Context: an optimization exercise on an open-source flow, tuned for small area, a short achievable clock period and few clock cycles. The choices shown serve that exercise and are no tape-out recipe. Only simulation tests tie the RTL to the original design; equivalence was not proved. Power and IR drop assume default switching activity.

File: flow/config.mk
export PLATFORM = sky130hd
export DESIGN_NAME = chip8_cpu
export DESIGN_NICKNAME = chip8_cpu
export VERILOG_FILES = /design/flow/design.v
export SDC_FILE = /design/flow/constraint.sdc
export NUM_CORES = 4
export LEC_CHECK = 0
export ABC_AREA = 1
export ABC_CLOCK_PERIOD_IN_PS = 3000
export CAP_MARGIN = 5
export CORE_MARGIN = 2
export CORE_UTILIZATION = 40
export SETUP_SLACK_MARGIN = 5
export SLEW_MARGIN = 5
File: flow/constraint.sdc
create_clock -name core_clock -period 10.0 [get_ports {clk}]
set_input_delay 2.0000 -clock core_clock [delete_from_list [all_inputs] [get_ports {clk}]]
set_output_delay 2.0000 -clock core_clock [all_outputs]
set_load 0.01 [all_outputs]
File: flow/design.v
`timescale 1ns/1ns
`default_nettype none
package chip8_bus_pkg;
  typedef logic [11:0] addr_t;
  typedef logic [7:0] data_t;
  localparam addr_t PROGRAM_START = 12'h200;
  localparam addr_t INSTR_BYTES = 12'd2;
endpackage
`default_nettype wire
`timescale 1ns/1ns
`default_nettype none
package chip8_isa_pkg;
  typedef logic [3:0] reg_idx_t;
  typedef struct packed {
    logic [3:0] op;
    reg_idx_t x;
    reg_idx_t y;
    logic [3:0] n;
  } nib_view_t;
  typedef struct packed {
    logic [3:0] op;
    reg_idx_t x;
    logic [7:0] kk;
  } imm_view_t;
  typedef struct packed {
    logic [3:0] op;
    logic [11:0] nnn;
  } addr_view_t;
  typedef union packed {
    nib_view_t nib;
    imm_view_t imm;
    addr_view_t addr;
  } opcode_t;
  localparam logic [3:0] OP_SYS = 4'h0;
  localparam logic [3:0] OP_JP = 4'h1;
  localparam logic [3:0] OP_CALL = 4'h2;
  localparam logic [3:0] OP_SE_IMM = 4'h3;
  localparam logic [3:0] OP_SNE_IMM = 4'h4;
  localparam logic [3:0] OP_SE_REG = 4'h5;
  localparam logic [3:0] OP_LD_IMM = 4'h6;
  localparam logic [3:0] OP_ADD_IMM = 4'h7;
  localparam logic [3:0] OP_ALU = 4'h8;
  localparam logic [3:0] OP_SNE_REG = 4'h9;
  localparam logic [3:0] OP_LD_I = 4'hA;
  localparam logic [3:0] OP_JP_V0 = 4'hB;
  localparam logic [3:0] OP_MISC = 4'hF;
  localparam logic [7:0] MISC_GET_DT = 8'h07;
  localparam logic [7:0] MISC_SET_DT = 8'h15;
  localparam logic [7:0] MISC_ADD_I = 8'h1E;
  localparam logic [7:0] MISC_BCD = 8'h33;
  localparam logic [7:0] MISC_STORE = 8'h55;
  localparam logic [7:0] MISC_LOAD = 8'h65;
  localparam logic [15:0] OPC_RET = 16'h00EE;
  localparam reg_idx_t FLAG_REG = 4'hF;
endpackage
`default_nettype wire
`timescale 1ns/1ns
`default_nettype none
module chip8_alu (
  input wire [3:0] op,
  input wire chip8_bus_pkg::data_t kk,
  input wire chip8_bus_pkg::data_t a,
  input wire chip8_bus_pkg::data_t b,
  input wire inv_a,
  input wire inv_b,
  input wire use_kk,
  input wire chip8_bus_pkg::data_t timer,
  output chip8_bus_pkg::data_t result,
  output logic wr,
  output logic flag,
  output logic flag_en,
  output logic skip
);
  logic [3:0] n;
  logic is_alu;
  chip8_bus_pkg::data_t p;
  chip8_bus_pkg::data_t q;
  logic [8:0] sum;
  logic eq_ab;
  logic eq_ak;
  assign n = kk[3:0];
  assign is_alu = (op == chip8_isa_pkg::OP_ALU);
  assign p = a ^ {8{inv_a}};
  assign q = (use_kk ? kk : b) ^ {8{inv_b}};
  assign sum = {1'b0, p} + {1'b0, q} + {8'd0, inv_a | inv_b};
  assign eq_ab = (a == b);
  assign eq_ak = (a == kk);
  always_comb begin
    result = a;
    flag = 1'b0;
    flag_en = 1'b0;
    case (n)
      4'h0: result = b;
      4'h1: result = a | b;
      4'h2: result = a & b;
      4'h3: result = a ^ b;
      4'h4: begin
        result = sum[7:0];
        flag = sum[8];
        flag_en = 1'b1;
      end
      4'h5: begin
        result = sum[7:0];
        flag = sum[8];
        flag_en = 1'b1;
      end
      4'h6: begin
        result = a >> 1;
        flag = a[0];
        flag_en = 1'b1;
      end
      4'h7: begin
        result = sum[7:0];
        flag = sum[8] & ~eq_ab;
        flag_en = 1'b1;
      end
      4'hE: begin
        result = a << 1;
        flag = a[7];
        flag_en = 1'b1;
      end
      default: ;
    endcase
    case (op)
      chip8_isa_pkg::OP_LD_IMM: result = kk;
      chip8_isa_pkg::OP_ADD_IMM: result = sum[7:0];
      chip8_isa_pkg::OP_MISC: result = timer;
      default: ;
    endcase
    flag_en = flag_en & is_alu;
  end
  always_comb begin
    wr = 1'b0;
    skip = 1'b0;
    case (op)
      chip8_isa_pkg::OP_SE_IMM: skip = eq_ak;
      chip8_isa_pkg::OP_SNE_IMM: skip = ~eq_ak;
      chip8_isa_pkg::OP_SE_REG: skip = (n == 4'h0) & eq_ab;
      chip8_isa_pkg::OP_SNE_REG: skip = (n == 4'h0) & ~eq_ab;
      chip8_isa_pkg::OP_LD_IMM: wr = 1'b1;
      chip8_isa_pkg::OP_ADD_IMM: wr = 1'b1;
      chip8_isa_pkg::OP_ALU: wr = 1'b1;
      chip8_isa_pkg::OP_MISC: wr = (kk == chip8_isa_pkg::MISC_GET_DT);
      default: ;
    endcase
  end
endmodule
`default_nettype wire
`timescale 1ns/1ns
`default_nettype none
module chip8_regfile (
  input wire clk,
  input wire reset,
  input wire chip8_isa_pkg::reg_idx_t rd_x_idx,
  input wire chip8_isa_pkg::reg_idx_t rd_y_idx,
  input wire wr_en,
  input wire chip8_isa_pkg::reg_idx_t wr_idx,
  input wire chip8_bus_pkg::data_t wr_data,
  input wire flag_wr_en,
  input wire flag_data,
  output chip8_bus_pkg::data_t rd_x_data,
  output chip8_bus_pkg::data_t rd_y_data,
  output chip8_bus_pkg::data_t v0_data
);
  chip8_bus_pkg::data_t regs [16];
  assign rd_x_data = regs[rd_x_idx];
  assign rd_y_data = regs[rd_y_idx];
  assign v0_data = regs[0];
  chip8_bus_pkg::data_t wd;
  logic fd;
  assign wd = wr_data & {8{~reset}};
  assign fd = flag_data & ~reset;
  always_ff @(posedge clk) begin
    for (int r = 0; r < 15; r++) begin
      if (reset || (wr_en && wr_idx == 4'(r))) regs[r] <= wd;
    end
    if (reset || flag_wr_en) regs[15] <= {7'd0, fd};
    else if (wr_en && wr_idx == 4'd15) regs[15] <= wd;
  end
endmodule
`default_nettype wire
`timescale 1ns/1ns
`default_nettype none
module chip8_call_stack #(
  parameter int STACK_DEPTH = 16
) (
  input wire clk,
  input wire reset,
  input wire push,
  input wire pop,
  input wire chip8_bus_pkg::addr_t push_addr,
  output chip8_bus_pkg::addr_t top
);
  localparam int IDX_W = $clog2(STACK_DEPTH);
  localparam logic [IDX_W:0] FULL_COUNT = (IDX_W + 1)'(STACK_DEPTH);
  chip8_bus_pkg::addr_t entries [STACK_DEPTH];
  logic [IDX_W:0] count;
  logic [IDX_W-1:0] top_idx;
  assign top_idx = count[IDX_W-1:0] - IDX_W'(1);
  assign top = entries[top_idx];
  always_ff @(posedge clk or posedge reset) begin
    if (reset) begin
      count <= '0;
    end else if (push) begin
      count <= count + 1'b1;
    end else if (pop) begin
      count <= count - 1'b1;
    end
  end
  always_ff @(posedge clk) begin
    if (push) entries[count[IDX_W-1:0]] <= push_addr;
  end
endmodule
`default_nettype wire
`timescale 1ns/1ns
`default_nettype none
module chip8_delay_timer #(
  parameter int TICK_DIV = 64
) (
  input wire clk,
  input wire reset,
  input wire load,
  input wire chip8_bus_pkg::data_t load_value,
  output chip8_bus_pkg::data_t value
);
  localparam int CNT_W = (TICK_DIV > 1) ? $clog2(TICK_DIV) : 1;
  localparam logic [CNT_W-1:0] LAST = CNT_W'(TICK_DIV - 1);
  logic [CNT_W-1:0] div_cnt;
  logic tick;
  assign tick = (div_cnt == LAST);
  always_ff @(posedge clk or posedge reset) begin
    if (reset) begin
      div_cnt <= '0;
      value <= '0;
    end else begin
      div_cnt <= tick ? '0 : div_cnt + 1'b1;
      if (load) begin
        value <= load_value;
      end else if (tick && value != '0) begin
        value <= value - 8'd1;
      end
    end
  end
endmodule
`default_nettype wire
`timescale 1ns/1ns
`default_nettype none
module chip8_control (
  input wire clk,
  input wire reset,
  input wire mem_req_ready,
  input wire mem_rsp_valid,
  input wire chip8_bus_pkg::data_t mem_rdata,
  input wire chip8_bus_pkg::data_t rd_x_data,
  input wire chip8_bus_pkg::data_t rd_y_data,
  input wire chip8_bus_pkg::data_t v0_data,
  input wire chip8_bus_pkg::addr_t stack_top,
  input wire chip8_bus_pkg::data_t timer_value,
  output logic mem_req_valid,
  output logic mem_req_write,
  output chip8_bus_pkg::addr_t mem_addr,
  output chip8_bus_pkg::data_t mem_wdata,
  output chip8_isa_pkg::reg_idx_t rd_x_idx,
  output chip8_isa_pkg::reg_idx_t rd_y_idx,
  output logic wr_en,
  output chip8_isa_pkg::reg_idx_t wr_idx,
  output chip8_bus_pkg::data_t wr_data,
  output logic flag_wr_en,
  output logic flag_data,
  output logic stack_push,
  output logic stack_pop,
  output chip8_bus_pkg::addr_t push_addr,
  output logic timer_load,
  output chip8_bus_pkg::data_t timer_load_value
);
  localparam logic [1:0] MK_STORE = 2'd0;
  localparam logic [1:0] MK_BCD = 2'd1;
  localparam logic [1:0] MK_LOAD = 2'd2;
  logic rq_v;
  logic rq_w;
  chip8_bus_pkg::addr_t rq_a;    
  chip8_bus_pkg::data_t rq_d;
  logic [1:0] ocnt;      
  logic [1:0] dcnt;      
  logic use_npc;         
  chip8_bus_pkg::addr_t npc;   
  logic half;            
  logic squash;          
  chip8_bus_pkg::data_t hi_q;
  logic hi_jp, hi_call, hi_00, hi_f;
  chip8_bus_pkg::data_t lo_q;
  logic ir_v;            
  chip8_bus_pkg::data_t opx;
  chip8_bus_pkg::data_t opy;
  chip8_isa_pkg::reg_idx_t xidx;
  chip8_bus_pkg::addr_t i_reg;
  logic m_iss;           
  logic st_q;            
  logic [1:0] m_kind;
  logic [3:0] mcnt;      
  logic [3:0] mlast;
  logic l_act;           
  logic l_pend;          
  logic kept;            
  logic [3:0] lidx;
  logic inv_a, inv_b, use_kk;    
  logic [3:0] op;
  assign op = hi_q[7:4];
  chip8_bus_pkg::data_t e_data;
  logic e_wr, e_flag, e_flag_en, e_skip;
  chip8_alu chip8_alu_inst (
    .op, .kk(lo_q), .a(opx), .b(opy), .inv_a, .inv_b, .use_kk, .timer(timer_value),
    .result(e_data), .wr(e_wr), .flag(e_flag), .flag_en(e_flag_en), .skip(e_skip)
  );
  logic dzero, en_ib, en_hi, en_lo, en_lo_ok, en_ld;
  logic rsp, ib, hi_b, lo_b, lo_ok, ld_rsp;
  logic r_jc, r_ret, r_redir, r_mop;
  logic lo_mop, lo_store, lo_bcd, lo_load;
  logic e_redir, redirect;
  logic acc_rd, slot_free, stalled_rd, room;
  logic [1:0] ocnt_a;
  chip8_bus_pkg::addr_t tgt;
  chip8_bus_pkg::addr_t npc_inc;
  chip8_bus_pkg::addr_t bnnn_tgt;
  chip8_bus_pkg::addr_t a_seq;
  chip8_bus_pkg::addr_t a_base;
  chip8_bus_pkg::addr_t a_free;
  assign rsp = mem_rsp_valid;
  assign dzero = (dcnt == 2'd0);
  assign en_ib = dzero & ~l_act;
  assign en_hi = en_ib & ~half;
  assign en_lo = en_ib & half;
  assign en_lo_ok = en_lo & ~squash;
  assign en_ld = dzero & l_act;
  assign ib = rsp & en_ib;
  assign hi_b = rsp & en_hi;
  assign lo_b = rsp & en_lo;
  assign lo_ok = rsp & en_lo_ok;
  assign ld_rsp = rsp & en_ld;
  assign lo_store = (mem_rdata == chip8_isa_pkg::MISC_STORE);
  assign lo_bcd = (mem_rdata == chip8_isa_pkg::MISC_BCD);
  assign lo_load = (mem_rdata == chip8_isa_pkg::MISC_LOAD);
  assign lo_mop = lo_store | lo_bcd | lo_load;
  assign r_jc = lo_ok & (hi_jp | hi_call);
  assign r_ret = lo_ok & hi_00 & (mem_rdata == 8'hEE);
  assign r_redir = r_jc | r_ret;
  assign r_mop = lo_ok & hi_f & lo_mop;
  assign e_redir = ir_v & (op == chip8_isa_pkg::OP_JP_V0);
  assign redirect = r_redir | e_redir;
  assign acc_rd = rq_v & mem_req_ready & ~rq_w;
  assign slot_free = ~rq_v | mem_req_ready;
  assign stalled_rd = rq_v & ~mem_req_ready & ~rq_w;
  assign ocnt_a = ocnt + {1'b0, acc_rd} - {1'b0, rsp};
  assign room = (ocnt_a != 2'd2);
  assign npc_inc = npc + 12'd1;
  assign bnnn_tgt = {hi_q[3:0], lo_q} + chip8_bus_pkg::addr_t'(v0_data);
  always_comb begin
    if (r_ret) tgt = stack_top;
    else if (r_jc) tgt = {hi_q[3:0], mem_rdata};
    else tgt = bnnn_tgt;
  end
  assign push_addr = npc_inc;
  assign stack_push = lo_ok & hi_call;
  assign stack_pop = r_ret;
  assign rd_x_idx = st_q ? mcnt : xidx;
  assign rd_y_idx = mem_rdata[7:4];
  assign timer_load_value = opx;
  assign timer_load = ir_v & (op == chip8_isa_pkg::OP_MISC) & (lo_q == chip8_isa_pkg::MISC_SET_DT);
  assign flag_wr_en = ir_v & e_flag_en;
  assign flag_data = e_flag;
  always_comb begin
    if (ld_rsp) begin
      wr_en = 1'b1;
      wr_idx = lidx;
      wr_data = mem_rdata;
    end else begin
      wr_en = ir_v & e_wr;
      wr_idx = hi_q[3:0];
      wr_data = e_data;
    end
  end
  logic [1:0] h_dig;
  logic [3:0] t_dig;
  logic [3:0] u_dig;
  chip8_bus_pkg::data_t bcd_d;
  assign h_dig = (rd_x_data >= 8'd200) ? 2'd2 : ((rd_x_data >= 8'd100) ? 2'd1 : 2'd0);
  assign t_dig = 4'((opx / 8'd10) % 8'd10);
  assign u_dig = 4'(opx % 8'd10);
  assign bcd_d = mcnt[1] ? 8'(u_dig) : (mcnt[0] ? 8'(t_dig) : 8'(h_dig));
  logic m_first;         
  logic s_go, c_go, f_go;
  logic [1:0] s_kind;
  logic [3:0] s_last;
  assign s_kind = lo_store ? MK_STORE : (lo_bcd ? MK_BCD : MK_LOAD);
  assign s_last = lo_bcd ? 4'd2 : hi_q[3:0];
  assign s_go = slot_free & (~lo_load | room);
  assign c_go = slot_free & m_iss & ((m_kind != MK_LOAD) | room);
  assign f_go = slot_free & ~m_iss & ~r_mop & ~kept & room;
  logic keep;
  logic [3:0] i_page_up;
  logic wr_near;
  assign i_page_up = i_reg[11:8] + 4'd1;
  assign wr_near = (npc_inc[11:8] == i_reg[11:8]) | (npc_inc[11:8] == i_page_up);
  assign keep = (ocnt_a == 2'd1) & ~stalled_rd & ~wr_near;
  assign a_seq = rq_v ? rq_a + 12'd1 : rq_a;
  always_comb begin
    if (m_iss) a_base = m_first ? i_reg : a_seq;
    else if (e_redir) a_base = bnnn_tgt;
    else if (use_npc) a_base = npc;
    else a_base = a_seq;
  end
  always_comb begin
    if (r_ret) a_free = stack_top;
    else if (r_jc) a_free = {hi_q[3:0], mem_rdata};
    else if (r_mop) a_free = i_reg;
    else a_free = a_base;
  end
  assign mem_req_valid = rq_v;
  assign mem_req_write = rq_w;
  assign mem_addr = rq_a;
  assign mem_wdata = rq_d;
  always_ff @(posedge clk) begin
    if (slot_free) begin
      rq_w <= r_mop ? ~lo_load : (m_iss & (m_kind != MK_LOAD));
      rq_a <= a_free;
      rq_d <= m_iss ? ((m_kind == MK_BCD) ? bcd_d : rd_x_data) : (mem_rdata[1] ? 8'(h_dig) : v0_data);
    end
    if (hi_b) begin
      hi_q <= mem_rdata;
      hi_jp <= (mem_rdata[7:4] == chip8_isa_pkg::OP_JP);
      hi_call <= (mem_rdata[7:4] == chip8_isa_pkg::OP_CALL);
      hi_00 <= (mem_rdata == 8'h00);
      hi_f <= (mem_rdata[7:4] == chip8_isa_pkg::OP_MISC);
      xidx <= mem_rdata[3:0];
    end
    lo_q <= mem_rdata;
    if (!(m_iss && m_kind == MK_BCD)) opx <= rd_x_data;
    opy <= rd_y_data;
    if (r_mop) mlast <= s_last;
    inv_a <= (op == chip8_isa_pkg::OP_ALU) && (mem_rdata[3:0] == 4'h7);
    inv_b <= (op == chip8_isa_pkg::OP_ALU) && (mem_rdata[3:0] == 4'h5);
    use_kk <= (op == chip8_isa_pkg::OP_ADD_IMM);
    if (!l_act) lidx <= '0;
    else if (ld_rsp) lidx <= lidx + 4'd1;
  end
  always_ff @(posedge clk or posedge reset) begin
    if (reset) begin
      rq_v <= 1'b0;
      ocnt <= '0;
      dcnt <= '0;
      kept <= 1'b0;
      l_pend <= 1'b0;
      use_npc <= 1'b1;
      npc <= chip8_bus_pkg::PROGRAM_START;
      half <= 1'b0;
      squash <= 1'b0;
      ir_v <= 1'b0;
      i_reg <= '0;
      m_iss <= 1'b0;
      st_q <= 1'b0;
      m_first <= 1'b0;
      m_kind <= '0;
      mcnt <= '0;
      l_act <= 1'b0;
    end else begin
      ocnt <= ocnt_a;
      if (redirect) npc <= tgt;
      else if (ib) npc <= npc_inc;
      if (redirect || (r_mop && !keep)) dcnt <= ocnt_a + {1'b0, stalled_rd};
      else if (r_mop) dcnt <= 2'd0;
      else if (rsp && !dzero) dcnt <= dcnt - 2'd1;
      if (r_mop) kept <= keep;
      else if (rsp && dzero) kept <= 1'b0;
      if (redirect) half <= 1'b0;
      else if (ib) half <= ~half;
      ir_v <= lo_ok & ~r_redir & ~r_mop;
      if (lo_b) squash <= 1'b0;
      else if (ir_v && e_skip) squash <= 1'b1;
      if (ir_v) begin
        if (op == chip8_isa_pkg::OP_LD_I) i_reg <= {hi_q[3:0], lo_q};
        else if (op == chip8_isa_pkg::OP_MISC && lo_q == chip8_isa_pkg::MISC_ADD_I)
          i_reg <= i_reg + chip8_bus_pkg::addr_t'(opx);
      end
      if (r_mop) begin
        l_act <= lo_load & ~keep;
        l_pend <= lo_load & keep;
      end else if (rsp && dzero && kept) begin
        l_act <= l_pend;
        l_pend <= 1'b0;
      end else if (ld_rsp && lidx == mlast) begin
        l_act <= 1'b0;
      end
      if (slot_free) rq_v <= r_mop ? s_go : (m_iss ? c_go : (room & ~kept));
      if (r_mop) use_npc <= 1'b1;
      else if (redirect) use_npc <= ~slot_free;
      else if (f_go) use_npc <= 1'b0;
      if (r_mop) begin
        m_kind <= s_kind;
        m_first <= ~slot_free;
        if (s_go) begin
          m_iss <= (s_last != 4'd0);
          st_q <= lo_store & (s_last != 4'd0);
          mcnt <= 4'd1;
        end else begin
          m_iss <= 1'b1;
          st_q <= lo_store;
          mcnt <= 4'd0;
        end
      end else begin
        if (slot_free) m_first <= 1'b0;
        if (c_go) begin
          m_iss <= (mcnt != mlast);
          st_q <= st_q & (mcnt != mlast);
          mcnt <= mcnt + 4'd1;
        end
      end
    end
  end
endmodule
`default_nettype wire
`timescale 1ns/1ns
`default_nettype none
module chip8_cpu #(
  parameter int TICK_DIV = 64,
  parameter int STACK_DEPTH = 16
) (
  input wire clk,
  input wire reset,
  input wire mem_req_ready,
  input wire mem_rsp_valid,
  input wire chip8_bus_pkg::data_t mem_rdata,
  output logic mem_req_valid,
  output logic mem_req_write,
  output chip8_bus_pkg::addr_t mem_addr,
  output chip8_bus_pkg::data_t mem_wdata
);
  chip8_isa_pkg::reg_idx_t rd_x_idx;
  chip8_isa_pkg::reg_idx_t rd_y_idx;
  chip8_isa_pkg::reg_idx_t wr_idx;
  chip8_bus_pkg::data_t rd_x_data;
  chip8_bus_pkg::data_t rd_y_data;
  chip8_bus_pkg::data_t v0_data;
  chip8_bus_pkg::data_t wr_data;
  chip8_bus_pkg::data_t timer_value;
  chip8_bus_pkg::data_t timer_load_value;
  chip8_bus_pkg::addr_t stack_top;
  chip8_bus_pkg::addr_t push_addr;
  logic wr_en;
  logic flag_wr_en;
  logic flag_data;
  logic stack_push;
  logic stack_pop;
  logic timer_load;
  chip8_control chip8_control_inst (
    .clk, .reset,
    .mem_req_ready, .mem_rsp_valid, .mem_rdata,
    .rd_x_data, .rd_y_data, .v0_data,
    .stack_top, .timer_value,
    .mem_req_valid, .mem_req_write, .mem_addr, .mem_wdata,
    .rd_x_idx, .rd_y_idx,
    .wr_en, .wr_idx, .wr_data, .flag_wr_en, .flag_data,
    .stack_push, .stack_pop, .push_addr,
    .timer_load, .timer_load_value
  );
  chip8_regfile chip8_regfile_inst (
    .clk, .reset, .rd_x_idx, .rd_y_idx,
    .wr_en, .wr_idx, .wr_data, .flag_wr_en, .flag_data,
    .rd_x_data, .rd_y_data, .v0_data
  );
  chip8_call_stack #(.STACK_DEPTH(STACK_DEPTH)) chip8_call_stack_inst (
    .clk, .reset, .push(stack_push), .pop(stack_pop), .push_addr, .top(stack_top)
  );
  chip8_delay_timer #(.TICK_DIV(TICK_DIV)) chip8_delay_timer_inst (
    .clk, .reset, .load(timer_load), .load_value(timer_load_value), .value(timer_value)
  );
endmodule
`default_nettype wire
File: flow/flow/run.sh
#!/bin/bash
# the standard layout, with its timing repair aiming for a larger setup margin,
# plain buffers on the ports and cell sizing not held to the same footprint
set -euo pipefail
bash standard.sh SETUP_SLACK_MARGIN=6.5 MATCH_CELL_FOOTPRINT=0 "BUFFER_PORTS_ARGS=-buffer_cell sky130_fd_sc_hd__buf_4" finish > standard.log 2>&1
File: flow/standard.sh
#!/bin/bash
# synth_recipe.tcl (not shown) runs the flow's synth.tcl, then flattens the netlist and writes it again
# the make line also repeats each setting of config.mk as NAME=value (left out here)
make -C /OpenROAD-flow-scripts/flow DESIGN_CONFIG=/design/flow/config.mk WORK_HOME=/design/flow/orfs CLKGATE_MAP_FILE= SYNTH_SCRIPT=/design/flow/synth_recipe.tcl "${@:-finish}"
==> notes.md, run 1 <==
Run status
The flow ran to the end and the layout has no timing, DRC or antenna violations.

Timing
The transition at the pin with the smallest max-transition slack is 1217 ps. The total count of hold-check failures in the final report is 0. In this run the tightest slew margin relative to its limit is 0.1856. Adding up every negative setup slack in the final design gives 0 ps. On the final layout, the worst clock skew is 45.63 ps. Derived from the worst setup path, the maximum achievable clock frequency is 0.2842 GHz. The slack of the critical path is 6482 ps.

The max-slew violation count is 0. Setup repair after global routing could not meet its margin everywhere. The final count of negative-setup-slack endpoints is 0. The smallest clock period supported by the final layout is computed as 3518 ps. The final critical-path share of the clock period is 0.3518.

Final layout
Of the cells placed in the final design, the portion with a size suffix greater than 1 is 0.1612. At the end of the flow, the number of nets in the layout was 2673. Relative to the synthesized area, the layout overhead comes to 19.33%. The register with the most flip-flops in the layout has 192 of them.

Logic synthesis
For this run, the leading register cell type out of synthesis is sky130_fd_sc_hd__edfxtp_1. In the post-synthesis netlist, the biggest area contributors are sky130_fd_sc_hd__edfxtp_1, sky130_fd_sc_hd__nand2_1, sky130_fd_sc_hd__dfrtp_1. The commonest cells after synthesis are sky130_fd_sc_hd__nand2_1, sky130_fd_sc_hd__edfxtp_1, sky130_fd_sc_hd__nor2_1.

The share of synthesized area in the top cell type comes to 0.4550. In the synthesized netlist, the number of instances is 2496. The number of nets handed over by synthesis was 2574. The post-synthesis register bit count is 451. The cell type with the highest aggregate area in the netlist is sky130_fd_sc_hd__edfxtp_1. In the synthesized netlist the async set-or-reset flop fraction comes to 0.1397. The part of the Yosys area used for sequential elements is 0.5473. The average instance area after synthesis is 9.465 um^2. The synthesized design contains 358 enable-type register cells. The cell area after technology mapping is 23630 um^2. After synthesis, the netlist uses 65 different library cells. The most frequently used cell type in the post-synthesis netlist is sky130_fd_sc_hd__nand2_1. The count of yosys warnings during synthesis is 6.

Power and ir drop
The internal portion of the total power is 0.004498 W. The net switching power figure is 0.003036 W. The share of total power dissipated in combinational logic is 0.395. The part of the total power dissipated in the clock network is 0.253. The peak supply drop is 0.1889 mV. The share of total power dissipated in sequential elements is 0.352. The total power density per cell area is 267.3 nW/um^2.

The net switching fraction of the power is 0.4030. The leakage power is 10.81 nW.

GRT
The busiest metal layer after global routing is met2. Entering global routing, the biggest net connects 97 pins. The number of antenna violations at the first check in global routing is 3.

The leftover overflow at the end of global routing is 0. For this run, global-route usage on met2 was measured as 0.4164. For this run, the total global-route usage over all layers was measured as 0.2592.

The global-route wire length before repair is 117600 um. The global-route track usage on met3 is 0.05589. The met1 track utilization from global routing is 0.3486. The number of global-route vias before repair is 18646.

Setup path
For the worst setup path, the data arrival time is 3770 ps. Along the worst path, the maximum fanout reaches 8. The worst flop-to-flop path endpoint is chip8_regfile_inst.regs[3][1]$_DFFE_PP_. Walking the worst path, the cells encountered are buf_4 > nand2_8 > nor2_4 > buf_4 > nand2_1 > o21ai_1 > nand2_2 > o31ai_4.

The startpoint of the worst setup timing path is mem_rsp_valid. In this run the critical register-to-register path is launched from chip8_control_inst.opx[0]$_DFFE_PN_. The worst setup slack for register-to-register paths is 6620 ps.

The worst reg2reg path depth is 9. The type of destination of the critical path is a flop. In this design, the critical path's most frequently occurring cell is sky130_fd_sc_hd__buf_4. The stage delay of the slowest cell on the critical path is 550 ps.

The worst setup path is launched from an input port. The end of the critical path is chip8_regfile_inst.regs[3][4]$_DFFE_PP_. The class of the most critical setup path is input port to flop. The cell type of the slowest stage on the worst timing path is sky130_fd_sc_hd__o31ai_4.

For the worst setup path, the data required time is 10250 ps.

Die
The effective utilization at floorplan is 0.4026. The die covers 61020 um^2. The number of core rows is 89. In this run the horizontal extent of the chip is 247.0 um. The area of the core is 58690 um^2. The number of top-level pins is 34. The vertical die dimension is 247.0 um.

Clock network
In this run the clock root is driven by a sky130_fd_sc_hd__clkbuf_16. The insertion delay to the later sink of the worst-skew pair is 630 ps. The number of buffers created by CTS is 50. The deepest level of the CTS H-tree is 2. The clock transition at the registers of the reported paths is 60 ps. TritonCTS built the clock tree. The clock net in this run drives a total of 451 sinks.

Counting along the longest clock path gives a buffer depth of 3.

Route
The antenna violation net count after detailed routing is 0. The DRC marker count from the first detailed-route iteration is 2302. After detailed routing, the number of remaining DRC violations is 0. Summing over every cut layer, the via total after detailed routing is 19655. The detailed-routing iteration count for the pre-antenna-repair pass is 6. In the final routed layout, each cell accounts on average for 23.40 um.

The post-detailed-routing wire length is 79810 um. After detailed routing, the number of vias per cell comes to 5.762.

Place
The number of buffers added on ports is 33. Routability-driven placement finished with a final weighted congestion of 0.9700. The HPWL reported at the end of detailed placement is 56340 um. The post-place setup slack is 5251 ps.

Run
The tool flagged a number of max-cap violations equal to 0.

Hold path
The class of the worst hold path is flop to flop.
==> per-layer routing <==
metal | share of wire | vias up
li1 | - | 9011
met1 | 0.42 | 9623
met2 | 0.46 | 851
met3 | 0.079 | 168
met4 | 0.033 | 2
met5 | 0.00016 | -
==> placed cells by master, fill, tap and decap left out, types with 14 or more instances in the layout <==
cell / synthesis / routed
sky130_fd_sc_hd__a211oi_1: 18 / 16
sky130_fd_sc_hd__a21oi_1: 91 / 85
sky130_fd_sc_hd__buf_12: 0 / 14
sky130_fd_sc_hd__buf_4: 1 / 104
sky130_fd_sc_hd__clkbuf_16: 0 / 50
sky130_fd_sc_hd__dfrtp_1: 61 / 59
sky130_fd_sc_hd__dfxtp_1: 30 / 23
sky130_fd_sc_hd__edfxtp_1: 358 / 358
sky130_fd_sc_hd__ha_1: 61 / 56
sky130_fd_sc_hd__inv_1: 254 / 231
sky130_fd_sc_hd__inv_2: 15 / 25
sky130_fd_sc_hd__mux2i_1: 14 / 14
sky130_fd_sc_hd__nand2_1: 467 / 454
sky130_fd_sc_hd__nand2_2: 11 / 21
sky130_fd_sc_hd__nand3_1: 79 / 67
sky130_fd_sc_hd__nand4_1: 48 / 48
sky130_fd_sc_hd__nor2_1: 303 / 260
sky130_fd_sc_hd__nor2_4: 1 / 42
sky130_fd_sc_hd__nor3_1: 21 / 15
sky130_fd_sc_hd__o211ai_1: 44 / 44
sky130_fd_sc_hd__o21ai_0: 219 / 177
sky130_fd_sc_hd__o21ai_1: 16 / 34
sky130_fd_sc_hd__o21ai_2: 1 / 15
sky130_fd_sc_hd__o221ai_1: 30 / 29
sky130_fd_sc_hd__o22ai_1: 30 / 30
sky130_fd_sc_hd__o32ai_1: 35 / 34
sky130_fd_sc_hd__xnor2_1: 18 / 15
sky130_fd_sc_hd__xor2_1: 67 / 64
==> worst min path at each step <==
| stage | startpoint | to | slack [ps] | cells past startpoint |
|---|---|---|---|---|
| 2_1_floorplan | chip8_delay_timer_inst.div_cnt[0]$_DFF_PP0_ | chip8_delay_timer_inst.div_cnt[0]$_DFF_PP0_ | 430 | 1 |
| 3_3_place_gp | chip8_delay_timer_inst.div_cnt[0]$_DFF_PP0_ | chip8_delay_timer_inst.div_cnt[0]$_DFF_PP0_ | 450 | 1 |
| 3_5_place_dp | chip8_delay_timer_inst.div_cnt[0]$_DFF_PP0_ | chip8_delay_timer_inst.div_cnt[0]$_DFF_PP0_ | 470 | 1 |
| 4_1_cts | chip8_delay_timer_inst.div_cnt[0]$_DFF_PP0_ | chip8_delay_timer_inst.div_cnt[0]$_DFF_PP0_ | 480 | 1 |
| 5_1_grt | chip8_delay_timer_inst.div_cnt[0]$_DFF_PP0_ | chip8_delay_timer_inst.div_cnt[0]$_DFF_PP0_ | 510 | 1 |
| 6_report | chip8_delay_timer_inst.div_cnt[0]$_DFF_PP0_ | chip8_delay_timer_inst.div_cnt[0]$_DFF_PP0_ | 470 | 1 |
==> critical path: cells and delay by family <==
kind | cells | cell delay [ps]
AO/OA/AOI/OAI | 2 | 840
buffers and inverters | 2 | 310
AND/OR/NAND/NOR | 4 | 600
==> kinds of logic after synthesis <==
group	count (synthesis)	share of synthesized area
muxes	14	0.005931
buffers and inverters	353	0.05746
DFF	451	0.5473
and+or+nand+nor	969	0.1729
adders and majority gates	66	0.03654
AOI/OAI and AO/OA	558	0.1484
xor gates and xnor gates	85	0.03151
==> power by group through the flow <==
| stage | clock network, W | logic [W] | registers, W |
|---|---|---|---|
| finish | 0.00191 | 0.00298 | 0.00265 |
| global route | 0.00201 | 0.00323 | 0.00267 |
| CTS | 0.00193 | 0.00287 | 0.00265 |
| detailed placement | 0 | 0.00271 | 0.00272 |
| global placement | 0 | 0.00268 | 0.00272 |
| floorplan | 0 | 0.00185 | 0.00260 |
==> metrics by stage <==
| step | cell area [um^2] | std cells | hold WS (ps) | power (W) | util |
|---|---|---|---|---|---|
| after floorplan | 24280 | 2496 | 428.9 | 0.004446 | - |
| after global placement | 25330 | 3249 | 448.5 | 0.005405 | 0.4316 |
| after detailed placement | 25330 | 3249 | 470.9 | 0.005437 | 0.4316 |
| after CTS | 27660 | 3376 | 478.4 | 0.007454 | 0.4713 |
| after global routing | 28190 | 3410 | 512.3 | 0.007908 | 0.4804 |
| final | 28190 | 3411 | 467.5 | 0.007535 | 0.4804 |
==> area by class of cell <==
cell class	instances	area, um^2
Inverter	276	1132
Clock inverter	24	315.3
Fill cell	5398	30490
Clock buffer	70	1396
Multi-Input combinational cell	1693	10300
Timing Repair Buffer	122	1126
Sequential cell	451	12950
Tap cell	773	967.2
Timing Repair inverter	1	5.005
Antenna cell	1	2.502
==> repair_timing <==
action,4_1_cts,5_1_grt
hold buffers,0,0
endpoints found under the hold margin,0,0
setup buffers,32,32
pin swaps,12,19
cloned,1,2
setup endpoints to repair,423,283
gates resized for setup,91,68
Testbench counts, summed over its fixed seeds: cycles 560,864.
==> inputs of run 2 (changes only) <==
--- a/flow/config.mk
+++ b/flow/config.mk
@@ -8,7 +8,8 @@
 export ABC_AREA = 1
 export ABC_CLOCK_PERIOD_IN_PS = 3000
-export CAP_MARGIN = 5
+export CAP_MARGIN = 20
 export CORE_MARGIN = 2
-export CORE_UTILIZATION = 40
+export CORE_UTILIZATION = 60
+export PLACE_DENSITY = 0.75
 export SETUP_SLACK_MARGIN = 5
-export SLEW_MARGIN = 5
+export SLEW_MARGIN = 20
==> run 2 against run 1 <==
  * Synthesized cell count unchanged
  * Clock power barely moved
  * Clock-buffer cell count is 13 lower
  * Setup slack better by 27 ps
==> notes.md, run 2 <==
Route
The residual DRC count was 0 (unchanged). The post-detailed-routing wire length is 74950 um (-6.1%). The wire length on met1 is 28790 um (-15%). The total vias in the final route is 20044 (+2.0%). The antenna violation net count after detailed routing came to 0 (unchanged). The wire length on met3 came to 7484 um (+19%). The number of vias per cell is 6.400 (+11%).

After detailed routing, no signal wire sits above met4. The DRC marker count from the first detailed-route iteration is 2428 (+5.5%). The routed length on met2 was 35240 um (-4.8%). The routed wirelength normalized by instance count was 23.93 um (+2.3%). The detailed-routing iteration count for the pre-antenna-repair pass is 6 (unchanged).

Logic synthesis
The cell area after technology mapping came to 23630 um^2 (unchanged). The commonest cells after synthesis are sky130_fd_sc_hd__nand2_1, sky130_fd_sc_hd__edfxtp_1, sky130_fd_sc_hd__nor2_1. The average instance area after synthesis is 9.465 um^2 (unchanged). By area the synthesized netlist is led by sky130_fd_sc_hd__edfxtp_1, sky130_fd_sc_hd__nand2_1, sky130_fd_sc_hd__dfrtp_1.

The post-synthesis instance total is 2496 (unchanged). The largest total area in the synthesized netlist belongs to sky130_fd_sc_hd__edfxtp_1. The part of the Yosys area used for sequential elements is 0.5473 (unchanged). The async set-reset flop share out of synthesis was 0.1397 (unchanged).

The area share of the largest cell type after synthesis came to 0.4550 (unchanged). The most common cell in the synthesized netlist is sky130_fd_sc_hd__nand2_1. The most used flip-flop cell after synthesis is sky130_fd_sc_hd__edfxtp_1. The post-synthesis register bit count is 451 (unchanged). The net count after synthesis is 2574 (unchanged).

The number of enable-type register cells in the synthesized netlist was 358 (unchanged). The distinct cell type count after synthesis is 65 (unchanged). The count of yosys warnings during synthesis was 6 (unchanged).

Setup path
The critical path arrival came to 3940 ps (+170 ps). The signal on the critical path passes through buf_4 > inv_1 > nor2_1 > inv_1 > nor2_1 > a221oi_1 > a41oi_1. The required time of the critical path came to 10450 ps (+200 ps). The class of the most critical setup path is input port to flop. The stage delay of the slowest cell on the critical path is 680 ps (+130 ps). The biggest fanout along the worst timing path is 7 (-1). The largest individual stage delay along the critical path comes from the cell sky130_fd_sc_hd__nor2_1. STA classifies the critical path endpoint as a flop.

The worst setup path is launched from an input port. The worst reg2reg path depth is 18 (+9).

Clock network
Clock tree synthesis selected as its root buffer the cell sky130_fd_sc_hd__clkbuf_16. The clock transition at the registers of the reported paths is 60 ps (about the same). The deepest level of the CTS H-tree was 2 (unchanged). The number of buffers created by CTS is 46 (-8.0%). The insertion delay to the later sink of the worst-skew pair came to 610 ps (-20 ps).

The sink count of the clock tree came to 451 (unchanged). The number of buffers on the longest clock path is 3 (unchanged). The CTS tree is yes.

Final layout
The area used by multi-input combinational logic is 10310 um^2 (+0.12%). The net count of the finished layout was 2654 (-0.71%). The library cells used most frequently in the layout, excluding fill and tap cells, are sky130_fd_sc_hd__nand2_1, sky130_fd_sc_hd__edfxtp_1, sky130_fd_sc_hd__nor2_1, sky130_fd_sc_hd__inv_1, sky130_fd_sc_hd__o21ai_0. The post-route cell area is 27740 um^2 (-1.6%).

The flip-flop count of the largest register after layout was 192 (unchanged). The diode insertion count for antenna repair came to 0 (-1). The sequential cell area came to 12950 um^2 (about the same). The layout filler cell count was 2768 (-49%).

The signed area change from the synthesized netlist to the final layout is 17.43%. The share of post-route cells with drive strength above 1 was 0.1565 (-0.004703). The leading cell type in the layout, fill and taps excluded is sky130_fd_sc_hd__nand2_1.

Power and ir drop
The net switching power figure is 0.002979 W (-1.9%). The sequential share of power is 0.359 (+0.007). The total power density per cell area is 268.8 nW/um^2 (+0.57%). The leakage power came to 10.72 nW (-0.80%).

The combinational share of power is 0.387 (-0.008). The peak supply drop is 0.2195 mV (+16%). The net switching fraction of the power is 0.3995 (-0.003454). The part of the total power dissipated in the clock network is 0.255 (+0.002). The internal power is 0.004478 W (-0.45%).

Timing
The total count of hold-check failures in the final report was 0 (unchanged). Setup repair after global routing could not meet its margin everywhere. The final total negative setup slack came to 0 ps (unchanged). The final count of negative-setup-slack endpoints was 0 (unchanged). The max-slew violation count is 0 (unchanged). The highest achievable clock rate came to 0.2864 GHz (+0.76%).

The transition at the pin with the smallest max-transition slack is 903.0 ps (-314.5 ps). The worst max-slew margin expressed relative to the limit is 0.3916 (+0.2060). The final worst clock skew is 30.57 ps (-15.06 ps).

The final critical-path share of the clock period was 0.3492 (-0.002657). The post-route minimum period is 3492 ps (-26.57 ps).

Run
The number of violations of the max-capacitance limit is 0 (unchanged).

GRT
The number of global-route vias before repair is 18729 (+0.45%). The leftover overflow at the end of global routing is 0 (unchanged). The all-layer global routing usage is 0.3592 (+0.1000). The global-route wire length before repair is 111700 um (-5.1%).

The pin count of the biggest net entering global routing came to 97 (unchanged). The number of antenna violations at the first check in global routing is 0 (-3).

Die
The effective utilization at floorplan is 0.6099 (+0.2073). The number of top-level pins is 34 (unchanged). The vertical die dimension is 202.4 um (-18%). The number of core rows was 72 (-19%). The area of the core is 38740 um^2 (-34%). The overall die area is 40980 um^2 (-33%). The die boundary width is 202.4 um (-18%).

Run status
The run finished with no timing, DRC or antenna violations.

Hold path
The worst hold path belongs to the class flop to flop. The count of cells along the worst hold path came to 1 (unchanged).

Place
The final weighted congestion of routability-driven global placement came to 1.046 (+7.8%). The post-placement cell area is 24930 um^2 (-1.6%). The number of buffers added on ports is 33 (unchanged).

The HPWL reported at the end of detailed placement is 51770 um (-8.1%).
[run 2: cells by family after synthesis]
| family | count (synthesis) | share of synthesized area |
|---|---|---|
| simple gates | 969 | 0.1729 |
| compound gates | 558 | 0.1484 |
| flops | 451 | 0.5473 |
| buf+inv | 353 | 0.05746 |
| xor+xnor | 85 | 0.03151 |
| fa+ha+maj | 66 | 0.03654 |
| mux | 14 | 0.005931 |
[run 2: power by group through the flow]
| stage | clock network [W] | registers, W | logic, W |
|---|---|---|---|
| 6_report | 0.00190 | 0.00268 | 0.00288 |
| 5_1_grt | 0.00197 | 0.00269 | 0.00312 |
| 4_1_cts | 0.00190 | 0.00269 | 0.00271 |
| 3_5_place_dp | 0 | 0.00274 | 0.00261 |
| 3_3_place_gp | 0 | 0.00273 | 0.00254 |
| 2_1_floorplan | 0 | 0.00260 | 0.00185 |
[run 2: path summary, 6_finish.rpt]
kind / startpoint / to / slack (ps)
worst max-delay path: mem_rdata[4] / chip8_control_inst.opy[3]$_DFF_P_ / 6510
worst min-delay path: chip8_delay_timer_inst.div_cnt[0]$_DFF_PP0_ / chip8_delay_timer_inst.div_cnt[0]$_DFF_PP0_ / 460
worst max register to register: chip8_control_inst.opy[1]$_DFF_P_ / chip8_regfile_inst.regs[7][7]$_DFFE_PP_ / 6560
worst min register to register: chip8_delay_timer_inst.div_cnt[0]$_DFF_PP0_ / chip8_delay_timer_inst.div_cnt[0]$_DFF_PP0_ / 460
max in group asynchronous: reset / chip8_control_inst.mcnt[1]$_DFFE_PP0P_ / 7490
min in group asynchronous: reset / chip8_delay_timer_inst.value[1]$_DFFE_PP0P_ / 1330
[run 2: critical path, delay by kind of cell]
family                 cells  cell delay [ps]
AO/OA/AOI/OAI              2              770
AND/OR/NAND/NOR            2              780
buffers and inverters      3              380
[run 2: final cells by class]
class | instances | share of cell area
tap | 518 | 0.02336
multi-input combinational | 1693 | 0.3716
clock buffer | 57 | 0.04478
timing repair inverter | 2 | 0.0004510
inverter | 276 | 0.04005
timing repair buffer | 106 | 0.03766
sequential | 451 | 0.4668
clock inverter | 29 | 0.01533
[run 2: per-stage QoR]
stage | setup WS, ps | instances | power (W) | utilization | hold WS (ps)
after floorplan | 6294 | 2496 | 0.004446 | - | 428.9
after global placement | 5299 | 2982 | 0.005271 | 0.6431 | 448.4
after detailed placement | 5254 | 2983 | 0.005343 | 0.6436 | 450.0
after CTS | 6452 | 3104 | 0.007297 | 0.7027 | 457.4
after global routing | 6374 | 3132 | 0.007791 | 0.7162 | 491.8
final | 6508 | 3132 | 0.007457 | 0.7162 | 456.3
[run 2: what timing repair did]
action,CTS,global route
cloned,2,1
hold buffers,0,0
setup endpoints to repair,400,365
pin swaps,18,15
setup buffers,33,27
resized for setup,68,57
[run 2: layer usage]
| layer | global-route usage | vias up |
|---|---|---|
| met5 | 0 | - |
| met4 | 0.1439 | 0 |
| met3 | 0.05434 | 240 |
| met2 | 0.5826 | 1187 |
| met1 | 0.4889 | 9661 |
| li1 | - | 8956 |
==> inputs of run 3 (changes only) <==
--- a/flow/config.mk
+++ b/flow/config.mk
@@ -10,6 +10,7 @@
 export CAP_MARGIN = 20
 export CORE_MARGIN = 2
-export CORE_UTILIZATION = 60
-export PLACE_DENSITY = 0.75
+export CORE_UTILIZATION = 40
+export CTS_BUF_LIST = sky130_fd_sc_hd__clkbuf_8
+export CTS_CLUSTER_DIAMETER = 60
 export SETUP_SLACK_MARGIN = 5
 export SLEW_MARGIN = 20
==> run 3 against run 2 <==
  * Non-clock buffer count rose by 18
  * Hold slack improved by 15 ps
  * Sequential power barely moved
  * Final area rose by 1.1%
  * Via count fell by 1.2%
  * Clock-buffer cell count rose by 27
  * Critical path type unchanged
  * Largest power group unchanged
==> notes.md, run 3 <==
Run status
The run finished with no timing, DRC or antenna violations.

Final layout
The area used by multi-input combinational logic is 10290 um^2 (-0.19%). The leading cell type in the layout, fill and taps excluded is sky130_fd_sc_hd__nand2_1. The sequential cell area is 12950 um^2 (about the same). The net count of the finished layout came to 2703 (+1.8%). The flip-flop count of the largest register after layout is 192 (unchanged). The signed area change from the synthesized netlist to the final layout is 18.78%.

The share of post-route cells with drive strength above 1 is 0.1698 (+0.01330). The layout filler cell count came to 5478 (+98%). The top cell types in the final layout, fill and taps aside, are sky130_fd_sc_hd__nand2_1, sky130_fd_sc_hd__edfxtp_1, sky130_fd_sc_hd__inv_1, sky130_fd_sc_hd__nor2_1, sky130_fd_sc_hd__o21ai_0.

Logic synthesis
The distinct cell type count after synthesis is 65 (unchanged). The post-synthesis register bit count came to 451 (unchanged). The net count after synthesis was 2574 (unchanged).

The post-synthesis instance total is 2496 (unchanged). Ranked by total cell area, the synthesized netlist is headed by sky130_fd_sc_hd__edfxtp_1, sky130_fd_sc_hd__nand2_1, sky130_fd_sc_hd__dfrtp_1. Among all flip-flop cells after synthesis, the most frequent one is sky130_fd_sc_hd__edfxtp_1. The cell area after technology mapping came to 23630 um^2 (unchanged).

The area share of the largest cell type after synthesis was 0.4550 (unchanged). The number of enable-type register cells in the synthesized netlist is 358 (unchanged). The largest total area in the synthesized netlist belongs to sky130_fd_sc_hd__edfxtp_1. The async set-reset flop share out of synthesis came to 0.1397 (unchanged).

The count of yosys warnings during synthesis came to 6 (unchanged). By count the netlist is led by sky130_fd_sc_hd__nand2_1, sky130_fd_sc_hd__edfxtp_1, sky130_fd_sc_hd__nor2_1. The average instance area after synthesis is 9.465 um^2 (unchanged). The most common cell in the synthesized netlist is sky130_fd_sc_hd__nand2_1.

The part of the Yosys area used for sequential elements is 0.5473 (unchanged).

Setup path
The worst flop-to-flop path endpoint is chip8_regfile_inst.regs[7][6]$_DFFE_PP_. The type of destination of the critical path is a flop. The startpoint identified for the worst register-to-register timing path is chip8_control_inst.opx[0]$_DFFE_PN_.

The critical path arrival is 3770 ps (-170 ps). The worst setup slack for register-to-register paths is 6630 ps (+70 ps). The worst setup path is launched from an input port. The worst reg2reg path depth is 13 (-5). The biggest fanout along the worst timing path is 13 (+6). The required time of the critical path is 10320 ps (-130 ps). The class of the most critical setup path is input port to flop. The end of the critical path is chip8_regfile_inst.regs[1][4]$_DFFE_PP_. The critical path starts at mem_rsp_valid.

Timing
The transition at the pin with the smallest max-transition slack is 987.5 ps (+84.52 ps). The final count of negative-setup-slack endpoints is 0 (unchanged). The final worst clock skew came to 50.39 ps (+19.82 ps). The slack of the critical path is 6554 ps (+45.43 ps). The max-slew violation count came to 0 (unchanged).

The post-route minimum period came to 3446 ps (-45.43 ps). The worst max-slew margin expressed relative to the limit is 0.3392 (-0.05241). The highest achievable clock rate was 0.2902 GHz (+1.3%).

The final critical-path share of the clock period is 0.3446 (-0.004543). The total count of hold-check failures in the final report was 0 (unchanged). Setup repair after global routing could not meet its margin everywhere.

The final total negative setup slack is 0 ps (unchanged).

Place
The post-place setup slack is 5213 ps (-41.72 ps). The HPWL reported at the end of detailed placement came to 56390 um (+8.9%). The final weighted congestion of routability-driven global placement is 0.9700 (-7.2%). The number of buffers added on ports came to 33 (unchanged).

Clock network
The sink count of the clock tree is 451 (unchanged). The number of buffers on the longest clock path came to 3 (unchanged). The number of buffers created by CTS is 79 (+72%). The deepest level of the CTS H-tree is 3 (+1). The insertion delay to the later sink of the worst-skew pair is 690 ps (+80 ps). The clock transition at the registers of the reported paths is 60 ps (about the same).

The cell at the root of the clock tree is sky130_fd_sc_hd__clkbuf_8. The CTS tree is yes.

Die
The effective utilization at floorplan came to 0.4026 (-0.2073). The number of core rows is 89 (+24%). The overall die area is 61020 um^2 (+49%). The area of the core is 58690 um^2 (+51%). The number of top-level pins is 34 (unchanged). The vertical die dimension is 247.0 um (+22%).

The die boundary width is 247.0 um (+22%).

Route
The total vias in the final route is 19797 (-1.2%). The DRC marker count from the first detailed-route iteration is 2006 (-17%). The number of vias per cell is 5.718 (-11%). The antenna violation net count after detailed routing is 0 (unchanged). The detailed-routing iteration count for the pre-antenna-repair pass is 7 (+1). The post-detailed-routing wire length is 79710 um (+6.3%). The routed wirelength normalized by instance count is 23.02 um (-3.8%). The residual DRC count is 0 (unchanged).

Run
The number of violations of the max-capacitance limit was 0 (unchanged).

Power and ir drop
The leakage power came to 10.93 nW (+1.9%). The peak supply drop is 0.1445 mV (-34%). The total power density per cell area is 258.4 nW/um^2 (-3.9%).

GRT
The number of antenna violations at the first check in global routing came to 4 (+4). The pin count of the biggest net entering global routing is 97 (unchanged). The all-layer global routing usage is 0.2616 (-0.09761). The number of global-route vias before repair is 19027 (+1.6%). The leftover overflow at the end of global routing is 0 (unchanged). The global-route wire length before repair is 118900 um (+6.5%).

Hold path
The class of the worst hold path is flop to flop.
run 3: kinds of logic (layout without fill, tap and decap cells):
logic type	count (synthesis)	after routing	synth area share
mux	14	14	0.005931
simple gates	969	969	0.1729
buf+inv	353	543	0.05746
compound gates	558	558	0.1484
flops	451	451	0.5473
other cells	0	3	0
fa+ha+maj	66	66	0.03654
xor+xnor	85	85	0.03151
run 3: what timing repair did:
| action | in CTS | in global routing |
|---|---|---|
| cloned | 1 | 0 |
| resized for setup | 83 | 65 |
| pin swaps | 20 | 16 |
| setup endpoints to repair | 360 | 364 |
| hold buffers | 0 | 0 |
| buffers inserted | 40 | 27 |
run 3: per-layer routing:
| layer | GRT usage | vias to the layer above | wire (um) |
|---|---|---|---|
| met5 | 0 | - | 12 |
| met4 | 0.09196 | 2 | 2478 |
| met3 | 0.04537 | 172 | 5770 |
| met2 | 0.4212 | 814 | 37460 |
| met1 | 0.3550 | 9736 | 33990 |
| li1 | - | 9073 | - |
run 3: critical path, stage by stage:
cell                      delay, ps
sky130_fd_sc_hd__buf_4          150
sky130_fd_sc_hd__nand2_8         90
sky130_fd_sc_hd__nor2_4         150
sky130_fd_sc_hd__inv_2          160
sky130_fd_sc_hd__o21ai_2        330
sky130_fd_sc_hd__inv_1          190
sky130_fd_sc_hd__nor2_1         120
sky130_fd_sc_hd__nand2_1        200
sky130_fd_sc_hd__o21ai_4        370
run 3: through the flow:
stage | power (W) | instances | area (um^2) | util | hold slack, ps
floorplan | 0.004446 | 2496 | 24280 | - | 428.9
CTS | 0.007174 | 3432 | 27600 | 0.4703 | 477.9
detailed placement | 0.005442 | 3249 | 25340 | 0.4318 | 469.6
global placement | 0.005405 | 3249 | 25330 | 0.4316 | 448.5
global route | 0.007655 | 3461 | 28060 | 0.4781 | 504.6
finish | 0.007252 | 3462 | 28060 | 0.4782 | 470.8
run 3: final cells by class:
cell class | instances | share of cell area
multi-input cells | 1692 | 0.3666
repair buffers | 124 | 0.04432
clock inverters | 58 | 0.01146
inverters | 276 | 0.03991
clock buffers | 84 | 0.04120
well taps | 773 | 0.03447
repair inverters | 1 | 0.0001783
diodes | 3 | 0.0002675
flip-flops and latches | 451 | 0.4616
run 3: worst min-delay path by stage:
stage,from,to,slack (ps),cells past startpoint
after global placement,chip8_delay_timer_inst.div_cnt[0]$_DFF_PP0_,chip8_delay_timer_inst.div_cnt[0]$_DFF_PP0_,450,1
after global routing,chip8_delay_timer_inst.div_cnt[0]$_DFF_PP0_,chip8_delay_timer_inst.div_cnt[0]$_DFF_PP0_,500,1
final,chip8_delay_timer_inst.div_cnt[0]$_DFF_PP0_,chip8_delay_timer_inst.div_cnt[0]$_DFF_PP0_,470,1
after CTS,chip8_delay_timer_inst.div_cnt[0]$_DFF_PP0_,chip8_delay_timer_inst.div_cnt[0]$_DFF_PP0_,480,1
after detailed placement,chip8_delay_timer_inst.div_cnt[0]$_DFF_PP0_,chip8_delay_timer_inst.div_cnt[0]$_DFF_PP0_,470,1
after floorplan,chip8_delay_timer_inst.div_cnt[0]$_DFF_PP0_,chip8_delay_timer_inst.div_cnt[0]$_DFF_PP0_,430,1
run 3: power breakdown:
group          switching (W)  internal (W)  leakage, nW
Combinational        0.00200      0.000979         5.56
Sequential          0.000233       0.00242         4.49
Clock               0.000797      0.000816        0.879
==> inputs of run 4 (changes only) <==
--- a/flow/config.mk
+++ b/flow/config.mk
@@ -11,6 +11,4 @@
 export CORE_MARGIN = 2
 export CORE_UTILIZATION = 40
-export CTS_BUF_LIST = sky130_fd_sc_hd__clkbuf_8
-export CTS_CLUSTER_DIAMETER = 60
 export SETUP_SLACK_MARGIN = 5
 export SLEW_MARGIN = 20
==> run 4 against run 3 <==
  * Register-to-register slack got worse by 20 ps
  * Total power up 4.2%
  * Die area is the same
  * Wire length down 0.48%
  * Cell count shrank 1.4%
  * Setup slack got worse by 74 ps
  * Clock skew shrank 15 ps
  * Combinational power about the same
  * Sequential cell count unchanged
==> notes.md, run 4 <==
Power and ir drop
The net switching power figure is 0.003040 W (+0.23%). The internal power was 0.004513 W (+7.0%). The combinational share of power is 0.397 (-0.014). The sequential share of power is 0.351 (-0.015). The net switching fraction of the power is 0.4025 (-0.01574).

The leakage power is 10.82 nW (-0.96%). The part of the total power dissipated in the clock network is 0.252 (+0.030). The peak supply drop is 0.1480 mV (+2.5%). The total power came to 0.007553 W (+4.2%).

The total power density per cell area is 267.8 nW/um^2 (+3.6%).

Route
The DRC marker count from the first detailed-route iteration was 2114 (+5.4%). The post-detailed-routing wire length came to 79330 um (-0.48%). The total vias in the final route was 19597 (-1.0%). The residual DRC count was 0 (unchanged).

The antenna violation net count after detailed routing was 0 (unchanged). The detailed-routing iteration count for the pre-antenna-repair pass is 6 (-1). The number of vias per cell came to 5.744 (+0.44%). The routed wirelength normalized by instance count came to 23.25 um (+0.98%).

Final layout
The share of post-route cells with drive strength above 1 is 0.1649 (-0.004872). The flip-flop count of the largest register after layout is 192 (unchanged). The post-route cell area is 28200 um^2 (+0.49%). The signed area change from the synthesized netlist to the final layout is 19.37%.

The library cell used most frequently in the layout, excluding fill and tap cells, is sky130_fd_sc_hd__nand2_1. The net count of the finished layout is 2676 (-1.0%). The layout filler cell count is 5453 (-0.46%). The library cells used most frequently in the layout, excluding fill and tap cells, are sky130_fd_sc_hd__nand2_1, sky130_fd_sc_hd__edfxtp_1, sky130_fd_sc_hd__nor2_1, sky130_fd_sc_hd__inv_1, sky130_fd_sc_hd__o21ai_0.

Logic synthesis
The cell area after technology mapping came to 23630 um^2 (unchanged). The part of the Yosys area used for sequential elements is 0.5473 (unchanged). The async set-reset flop share out of synthesis was 0.1397 (unchanged).

The share of the synthesized netlist area taken by xor and xnor gates is 0.03151 (unchanged). The post-synthesis compound-gate area fraction was 0.1484 (unchanged). The basic-gate share of the synthesized area counting and, or, nand and nor cells is 0.1729 (unchanged). The net count after synthesis came to 2574 (unchanged). Yosys attributes the largest share of cell area to sky130_fd_sc_hd__edfxtp_1, sky130_fd_sc_hd__nand2_1, sky130_fd_sc_hd__dfrtp_1. By count the netlist is led by sky130_fd_sc_hd__nand2_1, sky130_fd_sc_hd__edfxtp_1, sky130_fd_sc_hd__nor2_1. sky130_fd_sc_hd__edfxtp_1 takes more of the synthesized area than any other cell.

The average instance area after synthesis is 9.465 um^2 (unchanged). sky130_fd_sc_hd__nand2_1 is the most common cell in the netlist. The distinct cell type count after synthesis came to 65 (unchanged).

The dominant register cell in the synthesized netlist is sky130_fd_sc_hd__edfxtp_1. The share of cell area taken by muxes after synthesis is 0.005932 (unchanged). The post-synthesis instance total is 2496 (unchanged). The area share of the largest cell type after synthesis is 0.4550 (unchanged). The number of enable-type register cells in the synthesized netlist is 358 (unchanged).

The count of yosys warnings during synthesis is 6 (unchanged). After synthesis, the largest family of logic cells by area is simple AND/OR/NAND/NOR gates. The arithmetic-cell share of the synthesized area counting full adders, half adders and majority gates is 0.03654 (unchanged). The post-synthesis register bit count was 451 (unchanged).

Timing
The highest achievable clock rate is 0.2840 GHz (-2.1%). The worst max-slew margin expressed relative to the limit is 0.3643 (+0.02508). The max-slew violation count is 0 (unchanged).

The post-route minimum period is 3521 ps (+74.25 ps). The final critical-path share of the clock period is 0.3521 (+0.007425). The total count of hold-check failures in the final report is 0 (unchanged). The final total negative setup slack is 0 ps (unchanged). The final count of negative-setup-slack endpoints was 0 (unchanged).

Setup repair after global routing could not meet its margin everywhere. The final worst clock skew is 34.99 ps (-15.40 ps). The transition at the pin with the smallest max-transition slack is 952.7 ps (-34.77 ps). The tightest hold margin is 470.0 ps (-0.8320 ps).

Run
The number of violations of the max-capacitance limit came to 0 (unchanged).

Setup path
STA classifies the critical path startpoint as an input port. The worst reg2reg path depth is 16 (+3). The required time of the critical path was 10390 ps (+70 ps).

The worst setup slack for register-to-register paths came to 6610 ps (-20 ps). The stage delay of the slowest cell on the critical path was 740 ps (+370 ps). In this run the worst setup path terminates at chip8_control_inst.opy[4]$_DFF_P_. The critical path arrival came to 3910 ps (+140 ps). The startpoint identified for the worst register-to-register timing path is chip8_control_inst.st_q$_DFFE_PP0P_.

The startpoint of the worst setup timing path is mem_rdata[4]. The critical path goes through buf_4 > inv_1 > nor2_1 > inv_2 > nor2_1 > nand2_1 > nand4_1 > a2111oi_1 > o211ai_1. The biggest fanout along the worst timing path is 8 (-5). The cell that appears most often on the critical path is sky130_fd_sc_hd__nor2_1. The worst flop-to-flop path endpoint is chip8_control_inst.rq_d[1]$_DFFE_PN_.

The type of destination of the critical path is a flop. The largest individual stage delay along the critical path comes from the cell sky130_fd_sc_hd__a2111oi_1. The class of the most critical setup path is input port to flop.

Clock network
The number of buffers created by CTS is 49 (-38%). The number of buffers on the longest clock path is 3 (unchanged). The cell at the root of the clock tree is sky130_fd_sc_hd__clkbuf_16. The deepest level of the CTS H-tree is 2 (-1). The number of buffers inserted for hold repair after clock tree synthesis is 0 (unchanged).

The sink count of the clock tree is 451 (unchanged). The clock transition at the registers of the reported paths came to 60 ps (about the same). The insertion delay to the later sink of the worst-skew pair is 630 ps (-60 ps). TritonCTS built the clock tree.

GRT
The all-layer global routing usage is 0.2597 (-0.001849). The number of global-route vias before repair is 18743 (-1.5%). The leftover overflow at the end of global routing came to 0 (unchanged). The number of antenna violations at the first check in global routing is 3 (-1). The pin count of the biggest net entering global routing is 97 (unchanged). The global-route wire length before repair is 118300 um (-0.49%).

Die
The number of core rows is 89 (unchanged). The vertical die dimension came to 247.0 um (unchanged). The area of the core is 58690 um^2 (unchanged). The number of top-level pins came to 34 (unchanged).

The overall die area was 61020 um^2 (unchanged). The die boundary width is 247.0 um (unchanged). The effective utilization at floorplan is 0.4026 (unchanged).

Hold path
The class of the worst hold path is flop to flop.

Run status
The run finished with no timing, DRC or antenna violations.

Place
The final weighted congestion of routability-driven global placement was 0.9700 (unchanged). The number of buffers added on ports is 33 (unchanged). The HPWL reported at the end of detailed placement came to 56390 um (unchanged). The post-placement cell area came to 25340 um^2 (unchanged).
run 4: worst max-delay path, delay by kind of cell:
kind            cells  cell delay [ps]
buf+inv             3              360
simple gates        4              480
compound gates      2             1060
run 4: worst min path at each step:
stage,from,endpoint,cells after the start,slack (ps)
floorplan,chip8_delay_timer_inst.div_cnt[0]$_DFF_PP0_,chip8_delay_timer_inst.div_cnt[0]$_DFF_PP0_,1,430
global placement,chip8_delay_timer_inst.div_cnt[0]$_DFF_PP0_,chip8_delay_timer_inst.div_cnt[0]$_DFF_PP0_,1,450
detailed placement,chip8_delay_timer_inst.div_cnt[0]$_DFF_PP0_,chip8_delay_timer_inst.div_cnt[0]$_DFF_PP0_,1,470
CTS,chip8_delay_timer_inst.div_cnt[0]$_DFF_PP0_,chip8_delay_timer_inst.div_cnt[0]$_DFF_PP0_,1,480
global route,chip8_delay_timer_inst.div_cnt[0]$_DFF_PP0_,chip8_delay_timer_inst.div_cnt[0]$_DFF_PP0_,1,500
finish,chip8_delay_timer_inst.div_cnt[0]$_DFF_PP0_,chip8_delay_timer_inst.div_cnt[0]$_DFF_PP0_,1,470
run 4: stage by stage:
stage	cells	worst slack (ps)	utilization
final	3412	6479	0.4805
after global routing	3411	6479	0.4805
after CTS	3371	6500	0.4704
after detailed placement	3249	5213	0.4318
after global placement	3249	5282	0.4316
after floorplan	2496	6294	-
run 4: final cells by class:
type                    count  area, um^2  share of cell area
flip-flops and latches    451       12950              0.4592
multi-input cells        1692       10310              0.3657
clock buffers              61        1281             0.04543
repair buffers            126        1140             0.04042
inverters                 276        1129             0.04002
well taps                 773       967.2             0.03430
clock inverters            30       404.1             0.01433
repair inverters            2       13.76           0.0004880
diodes                      1       2.502          0.00008874
run 4: power by group through the flow:
stage	clock [W]	combinational (W)	sequential (W)
after floorplan	0	0.00185	0.00260
after global placement	0	0.00268	0.00272
after detailed placement	0	0.00272	0.00272
after CTS	0.00193	0.00287	0.00266
after global routing	0.00201	0.00327	0.00267
final	0.00190	0.00300	0.00265
run 4: what timing repair did:
action | CTS | global route
resized for setup | 87 | 67
cloned | 1 | 1
buffers inserted | 30 | 39
endpoints found under the setup margin | 422 | 320
pin swaps | 12 | 21
run 4: cells by family after synthesis:
family | after synthesis
AND/OR/NAND/NOR | 969
adder cells (fa/ha/maj) | 66
buffers and inverters | 353
AO/OA/AOI/OAI | 558
multiplexers | 14
XOR/XNOR | 85
flip-flops | 451
run 4: per-layer routing:
layer	vias to the layer above	track usage	routed length (um)
met1	9703	0.3577	34050
li1	8975	-	-
met2	752	0.4170	36830
met5	-	0	13
met4	2	0.08505	2715
met3	165	0.04254	5726

port drivers added, routing unchanged:
In the flow no input, the clock included, has a driving cell. The finished layouts below were timed again as built, in two steps.
Step 1 sets driving cells, clkbuf_16 on the clock port and buf_2 on the other inputs (assumed; they add their load-dependent delay and slew).
Step 2 moves the port delays by t, midway between the first and last clock arrival at a register: inputs arrive t later, outputs are due t later. That takes back most of the time a late clock gives input paths.
Slacks: ideal ports / drivers / drivers and shift; pairs: ideal ports / drivers.
run	t (ns)	slack for setup (ns)	clock arrival spread, ns
run 1	0.668	6.482 / 6.490 / 5.829	0.046 / 0.046
run 2	0.655	6.508 / 6.539 / 5.885	0.030 / 0.031
run 3	0.716	6.554 / 6.565 / 5.849	0.051 / 0.050
run 4	0.670	6.479 / 6.475 / 5.843	0.036 / 0.036
After both steps setup and hold are still met in every run listed. For run 3, which loses most, drivers alone change the setup slack by +0.011 ns; drivers and shift together by -0.705 ns.
